From an optimization exercise on the open Yosys and OpenROAD flow, aimed at small area; shortcuts taken in it are not production practice. Function was checked by simulation only, so behaviour that the tests miss may differ from the original. No activity file was given, so power comes from the tool's default toggle rates.

== job 1686 ==
## i281_trace_buffer
module i281_trace_buffer #(
   parameter int DEPTH     = 64,
   parameter int NUM_REGS  = 4,
   parameter int REG_W     = 8,
   parameter int INSTR_W   = 5,
   parameter int STATE_W   = 5,
   parameter int FLAG_W    = 4,
   parameter int CYC_W     = 16,
   parameter int POST_TRIG = 8
) (
   input  logic                      clock,
   input  logic                      reset_n,
   input  logic                      capture_en,
   input  logic [INSTR_W-1:0]        instr,
   input  logic [STATE_W-1:0]        state,
   input  logic [NUM_REGS*REG_W-1:0] regs,
   input  logic [FLAG_W-1:0]         flags,
   input  logic                      arm,
   input  logic                      trig_en,
   input  logic [INSTR_W-1:0]        trig_instr,
   input  logic [STATE_W-1:0]        trig_state,
   output logic                      busy,
   output logic                      done,
   output logic                      wrapped,
   input  logic                      rd_start,
   input  logic                      rd_ready,
   output logic                      rd_valid,
   output logic [CYC_W+INSTR_W+STATE_W+NUM_REGS*REG_W+FLAG_W-1:0] rd_data,
   output logic                      rd_last
);
Size: ~4200 cells after synthesis, roughly 4000 flip-flops, about 0.12 mm² of cells after synthesis.
clock: 6.0 ns
lec_check: 0
cap_margin: 20
core_margin: 2
core_utilization: 60
cts_buf_list: sky130_fd_sc_hd__clkbuf_16
cts_cluster_diameter: 50
cts_cluster_size: 30
place_density: 0.7
slew_margin: 20
run.sh (not shown) runs the stock make flow with config.mk's settings and CLKGATE_MAP_FILE= SYNTH_SCRIPT=/design/flow/synth_recipe.tcl, a recipe that flattens the netlist after the stock synthesis.
Inputs modified between job 1686 and job 4955:
- removing CTS_CLUSTER_DIAMETER (formerly 50)
- removing CTS_BUF_LIST (formerly sky130_fd_sc_hd__clkbuf_16)
- removing CTS_CLUSTER_SIZE (formerly 30)
==> flow/flow/run.sh (new file) <==
#!/bin/bash
set -euo pipefail
CTS_ARGS="-sink_clustering_enable -repair_clock_nets -dont_use_dummy_load -sink_clustering_size 20 -sink_clustering_max_diameter 70 -buf_list sky130_fd_sc_hd__clkbuf_8"
bash standard.sh finish \
  "CTS_ARGS=${CTS_ARGS}" \
  "BUFFER_PORTS_ARGS=-buffer_cell sky130_fd_sc_hd__buf_1" \
  > flow_make.log 2>&1
test -f out/final.def
==> flow/standard.sh (new file) <==
#!/bin/bash
# synth_recipe.tcl (not shown) runs the flow's synth.tcl, then flattens the netlist and writes it again
# the make line also repeats each setting of config.mk as NAME=value (left out here)
make -C /OpenROAD-flow-scripts/flow DESIGN_CONFIG=/design/flow/config.mk WORK_HOME=/design/flow/orfs CLKGATE_MAP_FILE= SYNTH_SCRIPT=/design/flow/synth_recipe.tcl "${@:-finish}"
removed: flow/run.sh
- Having completed the whole flow, job 4955 delivered a layout that passed the timing, design-rule and antenna checks.
- Power share of the clock group: job 4955 vs job 1686 down 13 points
- When job 4955 is measured against job 1686, its count of clock-buffer cells in the layout turns out 69 lower.
- Job 4955: final estimated routing congestion in global placement is 0.0038 lower than what job 1686 reported.
- Comparing job 1686 and job 4955, the lower relative contribution of sequential cells to total power is on job 1686.
- First-iteration DRC count grows slightly when moving from job 1686 to job 4955.
- On job 4955: area growth from synthesis to layout is 5.9 points lower than what job 1686 gave.
- Relative to job 1686, pre-CTS setup slack increased by 0.17 ns in job 4955.
- Total power was lower in the run labelled job 4955.
--- input diff job 4955..job 6292 ---
- swapping 0.7 for 0.65 in PLACE_DENSITY
- swapping 60 for 55 in CORE_UTILIZATION
==> flow/run.sh (new file) <==
#!/bin/bash
# synth_recipe.tcl (not shown) runs the flow's synth.tcl, then flattens the netlist and writes it again
# the make line also repeats each setting of config.mk as NAME=value (left out here)
make -C /OpenROAD-flow-scripts/flow DESIGN_CONFIG=/design/flow/config.mk WORK_HOME=/design/flow/orfs CLKGATE_MAP_FILE= SYNTH_SCRIPT=/design/flow/synth_recipe.tcl finish
removed: flow/flow/run.sh
removed: flow/standard.sh
--- outcome ---
Diff job 6292..job 4955 | switching share of total power | negligible
What job 4955 reported for post-route standard cell area excluding fillers has to be multiplied by 1.08 to get the figure for job 6292.
The uppermost layer routed comes out met5 in one run and met4 in the other, namely in job 6292 and job 4955 respectively.
Diff job 4955 -> job 6292: overall global routing resource usage saw an increase; remaining global-route overflow stayed essentially flat; final weighted congestion in routability-driven placement shows a reduction of 0.016.
Setup changes, job 6292 to job 6987
- swapping 55 for 60 in CORE_UTILIZATION
- putting CTS_CLUSTER_SIZE at 16 where nothing was set
- swapping 0.65 for 0.7 in PLACE_DENSITY
- putting CTS_CLUSTER_DIAMETER at 50 where nothing was set
- putting CTS_BUF_LIST at sky130_fd_sc_hd__clkbuf_8 where nothing was set
==> results.txt <==
Job 6987: relative slew slack lower than job 6292
Job 6292 → job 6987: combinational power moved down, setup slack after layout went down 0.047 ns, cell count dropped 6.3%, utilization of the core after routing up 2.3 points, count of antenna diodes in the layout shrank by 1.
Via count: job 6987 better than job 6292
Relative to job 6292, peak clock frequency supported by timing decreased by 1.2% in job 6987.
Job 6987 ends up with higher clock transition at the register clock pins on the worst setup and hold paths after CTS than job 6292 does.

## afterwards: timing with drivers on the ports
The flow's constraints put no driver on any port. The routed layouts listed below were extracted and timed again, unchanged, in two steps. Step 1: set_driving_cell puts a clkbuf_16 on clock and a buf_2 on each other input, an assumption about the parent block. Step 2 moves the port delays by t, midway between the first and last clock arrival at a register: inputs arrive t later, outputs are due t later. That takes back most of the time a late clock gives input paths. a / b / c = ideal ports / drivers / drivers and shift; a / b = the first two.
run	shift t [ns]	setup slack, ns	worst register clock-pin slew, ns	pins driven straight from the clock port
job 1686	0.974	2.162 / 2.082 / 2.003	0.09 / 0.09	1
job 4955	1.023	2.467 / 2.390 / 2.428	0.12 / 0.12	1
job 6292	1.008	2.107 / 2.021 / 2.071	0.06 / 0.06	1
job 6987	1.081	2.060 / 1.985 / 1.975	0.09 / 0.09	1
After both steps setup and hold are still met in every run listed. The setup slack of job 1686, which loses most, moves by -0.080 ns with the drivers and by -0.159 ns with both steps.
